Context: an optimization exercise on an open-source flow, tuned for small area, a short achievable clock period and few clock cycles per item. The choices shown serve that exercise and are no tape-out recipe. No functional check of the RTL was part of this run. Power figures rest on the tool's default switching activity, not on a simulated workload.

## flow/design.v

```verilog
package fcfl_pkg;
   localparam int OFFSET_W = 24;
   localparam int LENGTH_W = 25;
   localparam int SHIFT_W  = 5;
   localparam int CSR_DATA_W = 32;
   localparam int CSR_ADDR_W = 3;
   localparam logic [1:0] KIND_ALLOC    = 2'd0;
   localparam logic [1:0] KIND_FREE     = 2'd1;
   localparam logic [1:0] KIND_FREE_ALL = 2'd2;
   localparam logic [1:0] STATUS_OK     = 2'd0;
   localparam logic [1:0] STATUS_EMPTY  = 2'd1;
   localparam logic [1:0] STATUS_BOUNDS = 2'd2;
   localparam logic REG_BUFFER_LENGTH = 1'b0;
   localparam logic REG_CHUNK_SHIFT   = 1'b1;
   localparam logic [SHIFT_W-1:0] SHIFT_MIN   = 5'd3;
   localparam logic [SHIFT_W-1:0] SHIFT_MAX   = 5'd16;
   localparam logic [SHIFT_W-1:0] SHIFT_RESET = 5'd6;
   localparam logic [1:0] ST_IDLE       = 2'd0;
   localparam logic [1:0] ST_ALLOC_WAIT = 2'd1;
   localparam logic [1:0] ST_SWEEP      = 2'd2;
endpackage
import fcfl_pkg::*;
module fcfl_csr
(
   input  logic                  clock,
   input  logic                  reset,
   input  logic                  csr_psel,
   input  logic                  csr_penable,
   input  logic                  csr_pwrite,
   input  logic [CSR_ADDR_W-1:0] csr_paddr,
   input  logic [CSR_DATA_W-1:0] csr_pwdata,
   output logic [CSR_DATA_W-1:0] csr_prdata,
   output logic                  csr_pready,
   output logic [LENGTH_W-1:0]   cfg_buffer_length,
   output logic [SHIFT_W-1:0]    cfg_chunk_shift
);
   logic [LENGTH_W-1:0] buffer_length_ff, buffer_length_in;
   logic [SHIFT_W-1:0]  chunk_shift_ff, chunk_shift_in;
   logic                wr_en;
   assign csr_pready = 1'b1;
   assign wr_en      = csr_psel && csr_penable && csr_pwrite;
   always_comb begin
      buffer_length_in = buffer_length_ff;
      chunk_shift_in   = chunk_shift_ff;
      if (wr_en) begin
         unique case (csr_paddr[2])
            REG_BUFFER_LENGTH: buffer_length_in = csr_pwdata[LENGTH_W-1:0];
            REG_CHUNK_SHIFT:   chunk_shift_in   = csr_pwdata[SHIFT_W-1:0];
            default:           buffer_length_in = buffer_length_ff;
         endcase
      end
   end
   always_ff @(posedge clock) begin
      if (reset) begin
         buffer_length_ff <= '0;
         chunk_shift_ff   <= SHIFT_RESET;
      end else begin
         buffer_length_ff <= buffer_length_in;
         chunk_shift_ff   <= chunk_shift_in;
      end
   end
   always_comb begin
      unique case (csr_paddr[2])
         REG_BUFFER_LENGTH: csr_prdata = CSR_DATA_W'(buffer_length_ff);
         REG_CHUNK_SHIFT:   csr_prdata = CSR_DATA_W'(chunk_shift_ff);
         default:           csr_prdata = '0;
      endcase
   end
   assign cfg_buffer_length = buffer_length_ff;
   assign cfg_chunk_shift = chunk_shift_ff;
endmodule
import fcfl_pkg::*;
module fcfl_engine
#(
   parameter int MAX_CHUNKS = 256
)(
   input  logic         clock,
   input  logic         reset,
   input  logic [LENGTH_W-1:0] cfg_buffer_length,
   input  logic [SHIFT_W-1:0]  cfg_chunk_shift,
   input  logic                req_valid,
   output logic                req_ready,
   input  logic [1:0]          req_kind,
   input  logic [OFFSET_W-1:0] req_byte_offset,
   output logic                rsp_valid,
   input  logic                rsp_ready,
   output logic [1:0]          rsp_status,
   output logic [OFFSET_W-1:0] rsp_chunk_offset
);
   localparam int IDX_W  = $clog2(MAX_CHUNKS);
   localparam int CNT_W  = IDX_W + 1;
   localparam int WIDE_W = IDX_W + 16;
   logic [SHIFT_W-1:0]  shift;
   assign shift = (cfg_chunk_shift < SHIFT_MIN) ? SHIFT_MIN :
                  (cfg_chunk_shift > SHIFT_MAX) ? SHIFT_MAX : cfg_chunk_shift;
   logic             a_valid_ff;
   logic             a_alloc_ff;    
   logic             a_push_ff;     
   logic             a_bounds_ff;   
   logic             a_fall_ff;     
   logic [IDX_W-1:0] a_idx_ff;
   logic             q0_valid_ff;
   logic             exec;
   logic             accept;
   logic [OFFSET_W-1:0] free_idx;
   logic                free_ok;
   assign exec      = a_valid_ff && (!q0_valid_ff || rsp_ready);
   assign req_ready = !a_valid_ff || !q0_valid_ff || rsp_ready;
   assign accept    = req_valid && req_ready;
   assign free_idx = req_byte_offset >> shift;
   assign free_ok  = ({1'b0, req_byte_offset} < cfg_buffer_length) &&
                     ({1'b0, free_idx} < LENGTH_W'(MAX_CHUNKS));
   always_ff @(posedge clock) begin
      if (reset) begin
         a_valid_ff <= 1'b0;
      end else if (accept) begin
         a_valid_ff <= 1'b1;
      end else if (exec) begin
         a_valid_ff <= 1'b0;
      end
   end
   always_ff @(posedge clock) begin
      if (accept) begin
         a_alloc_ff  <= (req_kind == KIND_ALLOC);
         a_push_ff   <= (req_kind == KIND_FREE) && free_ok;
         a_bounds_ff <= (req_kind == KIND_FREE) && !free_ok;
         a_fall_ff   <= (req_kind == KIND_FREE_ALL);
         a_idx_ff    <= free_idx[IDX_W-1:0];
      end
   end
   logic [IDX_W-1:0] head_ff;
   logic             hv_ff;
   logic [IDX_W-1:0] wm1_ff;     
   logic             vr_ff;      
   logic [CNT_W-1:0] lo_ff;      
   logic [IDX_W-1:0] tail_ff;    
   logic             tv_ff;
   logic [IDX_W-1:0] link_mem [0:MAX_CHUNKS-1];
   logic             head_virgin;
   logic             pend_v_ff;       
   logic [IDX_W-1:0] pend_addr_ff;    
   logic             link_end;
   logic [IDX_W-1:0] head_m1;
   logic [IDX_W-1:0] link_val;
   logic             idx_virgin;
   logic [LENGTH_W-1:0] len_chunks;
   logic [CNT_W-1:0]    new_count;
   logic [WIDE_W-1:0]   alloc_wide;
   assign head_virgin = vr_ff && (head_ff == wm1_ff);
   assign idx_virgin  = vr_ff && ({1'b0, a_idx_ff} >= lo_ff) && (a_idx_ff <= wm1_ff);
   assign head_m1     = head_ff - IDX_W'(1);
   assign link_end    = head_virgin ? (head_ff == '0) : (tv_ff && head_ff == tail_ff);
   assign link_val    = head_virgin ? head_m1 : link_mem[head_ff];
   logic [CNT_W-1:0] count_ff;
   assign len_chunks = cfg_buffer_length >> shift;
   assign new_count  = (len_chunks > LENGTH_W'(MAX_CHUNKS)) ? CNT_W'(MAX_CHUNKS)
                                                            : len_chunks[CNT_W-1:0];
   always_ff @(posedge clock) begin
      count_ff <= new_count;
   end
   assign alloc_wide = WIDE_W'(head_ff) << shift;
   logic                do_alloc, do_free, do_free_all;
   logic [1:0]          new_status;
   logic [OFFSET_W-1:0] new_offset;
   assign do_alloc    = exec && a_alloc_ff && hv_ff;
   assign do_free     = exec && a_push_ff;
   assign do_free_all = exec && a_fall_ff;
   always_comb begin
      new_status = STATUS_OK;
      new_offset = '0;
      if (a_alloc_ff) begin
         if (hv_ff) new_offset = OFFSET_W'(alloc_wide);
         else       new_status = STATUS_EMPTY;
      end else if (a_bounds_ff) begin
         new_status = STATUS_BOUNDS;
      end
   end
   always_ff @(posedge clock) begin
      if (reset) begin
         hv_ff <= 1'b0;
         vr_ff <= 1'b0;
         tv_ff <= 1'b0;
      end else if (do_alloc) begin
         hv_ff <= !link_end;
         if (head_virgin) vr_ff <= ({1'b0, head_ff} > lo_ff);
      end else if (do_free) begin
         hv_ff <= 1'b1;
         if (idx_virgin) vr_ff <= (a_idx_ff < wm1_ff);
         if (!hv_ff) tv_ff <= 1'b1;
         else if (a_idx_ff == tail_ff) tv_ff <= 1'b0;
      end else if (do_free_all) begin
         hv_ff <= (count_ff != '0);
         vr_ff <= (count_ff != '0);
         tv_ff <= 1'b0;
      end
   end
   always_ff @(posedge clock) begin
      if (do_alloc) begin
         head_ff <= link_val;
         if (head_virgin) wm1_ff <= head_m1;
      end else if (do_free) begin
         head_ff <= a_idx_ff;
         if (!hv_ff) tail_ff <= a_idx_ff;
         if (idx_virgin) lo_ff <= {1'b0, a_idx_ff} + CNT_W'(1);
      end else if (do_free_all) begin
         head_ff <= IDX_W'(count_ff - CNT_W'(1));
         wm1_ff  <= IDX_W'(count_ff - CNT_W'(1));
         lo_ff   <= '0;
      end
   end
   logic             mem_wr_en;
   logic [IDX_W-1:0] mem_wr_addr;
   logic [IDX_W-1:0] mem_wr_data;
   assign mem_wr_en   = do_free || pend_v_ff;
   assign mem_wr_addr = do_free ? a_idx_ff : pend_addr_ff;
   assign mem_wr_data = do_free ? head_ff : (pend_addr_ff - IDX_W'(1));
   always_ff @(posedge clock) begin
      if (reset) begin
         pend_v_ff <= 1'b0;
      end else if (do_alloc && head_virgin) begin
         pend_v_ff <= (head_ff != '0);
      end else if (do_free) begin
         if (a_idx_ff == pend_addr_ff) pend_v_ff <= 1'b0;
      end else begin
         pend_v_ff <= 1'b0;
      end
   end
   always_ff @(posedge clock) begin
      if (do_alloc && head_virgin) begin
         pend_addr_ff <= head_ff;
      end
   end
   always_ff @(posedge clock) begin
      if (mem_wr_en) begin
         link_mem[mem_wr_addr] <= mem_wr_data;
      end
   end
   logic [1:0]          q0_status_ff;
   localparam int OFF_LO = int'(SHIFT_MIN);
   logic [OFFSET_W-1:OFF_LO] q0_offset_ff;
   always_ff @(posedge clock) begin
      if (reset) begin
         q0_valid_ff <= 1'b0;
      end else if (exec) begin
         q0_valid_ff <= 1'b1;
      end else if (rsp_ready) begin
         q0_valid_ff <= 1'b0;
      end
   end
   always_ff @(posedge clock) begin
      if (exec) begin
         q0_status_ff <= new_status;
         q0_offset_ff <= new_offset[OFFSET_W-1:OFF_LO];
      end
   end
   assign rsp_valid        = q0_valid_ff;
   assign rsp_status       = q0_status_ff;
   assign rsp_chunk_offset = {q0_offset_ff, OFF_LO'(0)};
endmodule
import fcfl_pkg::*;
module fixed_chunk_free_list
#(
   parameter int MAX_CHUNKS = 256
)(
   input  logic                  clock,
   input  logic                  reset,
   input  logic                  req_valid,
   output logic                  req_ready,
   input  logic [1:0]            req_kind,
   input  logic [OFFSET_W-1:0]   req_byte_offset,
   output logic                  rsp_valid,
   input  logic                  rsp_ready,
   output logic [1:0]            rsp_status,
   output logic [OFFSET_W-1:0]   rsp_chunk_offset,
   input  logic                  csr_psel,
   input  logic                  csr_penable,
   input  logic                  csr_pwrite,
   input  logic [CSR_ADDR_W-1:0] csr_paddr,
   input  logic [CSR_DATA_W-1:0] csr_pwdata,
   output logic [CSR_DATA_W-1:0] csr_prdata,
   output logic                  csr_pready
);
   logic [LENGTH_W-1:0] cfg_buffer_length;
   logic [SHIFT_W-1:0]  cfg_chunk_shift;
   fcfl_csr u_csr (
      .clock       (clock),
      .reset       (reset),
      .csr_psel    (csr_psel),
      .csr_penable (csr_penable),
      .csr_pwrite  (csr_pwrite),
      .csr_paddr   (csr_paddr),
      .csr_pwdata  (csr_pwdata),
      .csr_prdata  (csr_prdata),
      .csr_pready  (csr_pready),
      .cfg_buffer_length (cfg_buffer_length),
      .cfg_chunk_shift   (cfg_chunk_shift)
   );
   fcfl_engine #(
      .MAX_CHUNKS (MAX_CHUNKS)
   ) u_engine (
      .clock  (clock),
      .reset  (reset),
      .cfg_buffer_length (cfg_buffer_length),
      .cfg_chunk_shift   (cfg_chunk_shift),
      .req_valid        (req_valid),
      .req_ready        (req_ready),
      .req_kind         (req_kind),
      .req_byte_offset  (req_byte_offset),
      .rsp_valid        (rsp_valid),
      .rsp_ready        (rsp_ready),
      .rsp_status       (rsp_status),
      .rsp_chunk_offset (rsp_chunk_offset)
   );
endmodule
```

## flow/run.sh

```bash
#!/bin/bash
# synth_recipe.tcl (not shown) runs the flow's synth.tcl, then flattens the netlist and writes it again
# the make line also repeats each setting of config.mk as NAME=value (left out here)
make -C /OpenROAD-flow-scripts/flow DESIGN_CONFIG=/design/flow/config.mk WORK_HOME=/design/flow/orfs CLKGATE_MAP_FILE= SYNTH_SCRIPT=/design/flow/synth_recipe.tcl finish
```

## flow/config.mk

```make
export PLATFORM = sky130hd
export DESIGN_NAME = fixed_chunk_free_list
export DESIGN_NICKNAME = fixed_chunk_free_list
export VERILOG_FILES = /design/flow/design.v
export SDC_FILE = /design/flow/constraint.sdc
export NUM_CORES = 4
export LEC_CHECK = 0
export CAP_MARGIN = 20
export CORE_MARGIN = 2
export CORE_UTILIZATION = 60
export CTS_CLUSTER_DIAMETER = 60
export CTS_CLUSTER_SIZE = 30
export SETUP_SLACK_MARGIN = 3.0
export SLEW_MARGIN = 20
export TNS_END_PERCENT = 5
```

## flow/constraint.sdc

```tcl
create_clock -name core_clock -period 6.0 [get_ports {clock}]
set_input_delay 1.2000 -clock core_clock [delete_from_list [all_inputs] [get_ports {clock}]]
set_output_delay 1.2000 -clock core_clock [all_outputs]
set_load 0.01 [all_outputs]
```

==> out/summary.txt <==
# rows = 141
Crit-path cells = buf_6 -> buf_12 -> buf_12 -> buf_6 -> buf_12 -> mux4_2 -> mux4_2 -> o22ai_4 -> a31oi_1 -> a31oi_4 -> or4_4 -> o2111ai_4 -> mux2_4
Worst Max-Slew Pin Slew = 1160 ps
Synth area leaders = edfxtp_1 71%, mux4_2 13%, mux2i_1 2.5%
Worst IR Drop VDD = 0.309 mV
DRC = 0
Synth Area per Inst = 18.4 um2
Main synth FF type = edfxtp_1
Async SR Flop Fraction = 0%
Setup_tns = 0 ps
Worst path slowest cell = mux4_2
Post-synth EDFFs = 2124
Largest net degree at the start of global routing = 225
Crit path kind = flip-flop to flip-flop
FMAX = 278 MHz
Final setup viols = 0
Hold Path Class = flip-flop to flip-flop
Flop and latch count out of synthesis = 2177
Min cycle time layout = 3600 ps
Seq/Total Area, Yosys = 72.4%
Startpoint types = flip-flop
Max stage delay on crit path = 580 ps
Leak = 33.1 nW
Layout Skew = 47.0 ps
PwrDens = 295 nW/um2
Clk root buf = clkbuf_16
RSZ-0062 raised after global routing = yes
Core area = 148000 um2
Final net count = 5275
TritonCTS Sinks = 2177
Layout cells sized above 1 = 29.7%
Gr ovfl total = 0
Drt pass-1 iters = 8
CTS Hold Bufs = 0
DR vias = 49.5k
Initial antenna violation count = 0
Die Wd = 390 um
Hpwl dp = 147000 um
Post-synth top area cell = edfxtp_1
Synth Instances = 4877
Port buffer count = 108
Worst Slack Setup Final = 2400 ps
CP endpoint kind = flip-flop
Worst EP required = 6670 ps
Number of global-route vias before repair = 48.1k
GRT Util Overall = 33.3%
Detailed Route WL = 250000 um
Storage element area = 64900 um2
Met2 Use GR = 52.2%
Run status = timing/DRC/antenna clean
Number of DRC markers in iteration 0 = 6182
Fill count = 9386
Met1 Use GR = 47.9%
Tcrit/Tclk final = 60.0%
Maximum level of the CTS H-tree = 4
First-pass GRT wire length = 357000 um
Routability Congestion = 0.895
Maximum net fanout on the critical path = 6
Vias per cell = 6.87
Synth-to-layout area growth = 15.5%
Synth cell count leaders = 2124 x edfxtp_1, 497 x mux4_2, 396 x nor2_1
Hold Violations, Final = 0
Post-synth top area share = 71.3%
Clk Latency, worst-skew pair = 810 ps
Slew headroom = 22.7%
Clock Tree Buf Depth = 3
GRT busiest layer = met2
Antenna diodes = 0
Worst Path Buf+Inv = 5
Pins Over Slew Limit = 0
Multi-input gate area = 25400 um2
Syn Std Cell Area = 89500 um2
Die H = 390 um
Crit-path most repeated cell = buf_12
Worst path arrival time = 4270 ps
Most frequent cell after synthesis = edfxtp_1
Worst Min Path Start = u_csr.buffer_length_ff[2]$_SDFFE_PP0P_
Max Cap Viol = 0
Routing usage on met3 = 6.57%
Clock transition at path regs = 80 ps
Place WS = 867 ps
Antenna Nets Post-Route = 0
Largest delay share family, worst path = multiplexers
Yosys cell types = 77
Die ar. = 152000 um2
Initial Util = 60.5%
Pwr Total = 30.5 mW
CTS Buf Count = 139
Ys Warns = 2
DR WL/cell = 34.8 um
I/O pin count = 129
TritonCTS clock tree = yes
## per-layer routing
layer | up-vias | part of all wire, %
li1 | 20357 | -
met1 | 26040 | 39
met2 | 2587 | 48
met3 | 490 | 9.3
met4 | 0 | 3.6
met5 | - | 0
## final timing paths
kind | depth (start not counted) | slack [ps] | to
max | 13 | 2400 | flip-flop
min | 2 | 480 | u_csr.buffer_length_ff[2]$_SDFFE_PP0P_
max reg2reg | 13 | 2400 | flip-flop
min reg2reg | 2 | 480 | u_csr.buffer_length_ff[2]$_SDFFE_PP0P_
## through the flow
step	std cells	area [um2]	utilization, %	hold WS, ps
after CTS	7167	103000	69.4	480
final	7201	103000	69.8	481
after floorplan	4886	89700	-	446
after detailed placement	6769	93100	62.9	469
after global placement	6769	93100	62.9	460
after global routing	7201	103000	69.8	516
## logic make-up after synthesis
logic type / after synthesis / share of synthesized area [%]
multiplexers: 760 / 15.5
other: 2 / 0.00839
XOR/XNOR: 56 / 0.548
AO/OA/AOI/OAI: 520 / 4.06
adder cells (fa/ha/maj): 52 / 0.727
flip-flops: 2177 / 72.4
buffers and inverters: 376 / 2.17
AND/OR/NAND/NOR: 934 / 4.55
## worst reg2reg max path, delay by kind of cell, from the launching register on
family	cells	cell delay, ps
flops	1	400
mux	3	1390
compound gates	4	820
simple gates	1	270
buf+inv	5	600
## placed cells by master, fill, tap and decap left out, types with 58 or more instances in the layout
master	instances
edfxtp_1	2124
mux4_2	497
nand2_1	259
mux2i_1	211
buf_4	185
clkbuf_16	148
nor2_4	142
nor2_1	138
nor2_2	117
a21oi_1	114
clkdlybuf4s50_1	87
buf_12	64
o221ai_1	58
## repair_timing
| item | in CTS | in global routing |
|---|---|---|
| hold endpoints to repair | 0 | 0 |
| pin swaps | 36 | 24 |
| resized for setup | 724 | 89 |
| cloned | 23 | 1 |
| endpoints found under the setup margin | 4001 | 2600 |
| setup buffers | 118 | 31 |
## flip-flops by register name (all words and copies together) (netlist names), 9 cells and up, named ones only
| name | count |
|---|---|
| u_engine.lo_ff | 9 |
| u_csr.buffer_length_ff | 25 |
| u_engine.link_mem | 2048 |
| u_engine.count_ff | 9 |
| u_engine.q0_offset_ff | 21 |
## final cells by class
cell class,count,area share [%]
repair buffers,442,5.22
clock inverters,102,1.27
well taps,1930,2.34
multi-input cells,2335,24.5
clock buffers,155,3.61
flip-flops and latches,2177,62.8
inverters,60,0.228
## power by group
part / total [mW] / switching (mW) / internal, mW
clock network: 10.8 / 5.48 / 5.28
registers: 16.7 / 0.113 / 16.6
logic: 3.09 / 1.85 / 1.23

## what the ideal ports hide
No port has a modelled driver above. Below, the same layout with a new extraction and two added sets of constraints. Step 1 assumes that a clkbuf_16 drives the clock port and a buf_2 every other input. Step 2 moves the port delays by t, midway between the first and last clock arrival at a register: inputs arrive t later, outputs are due t later. That takes back most of the time a late clock gives input paths. Slacks: no drivers / after step 1 / after step 2; pairs: no drivers / after step 1.
t, ns: 0.875
setup slack, ns: 2.400 / 2.400 / 2.060
worst slew at a driven data input, ns: 0.14
After both steps setup and hold are still met in this run. For this run, drivers alone change the setup slack by 0.000 ns; drivers and shift together by -0.340 ns.
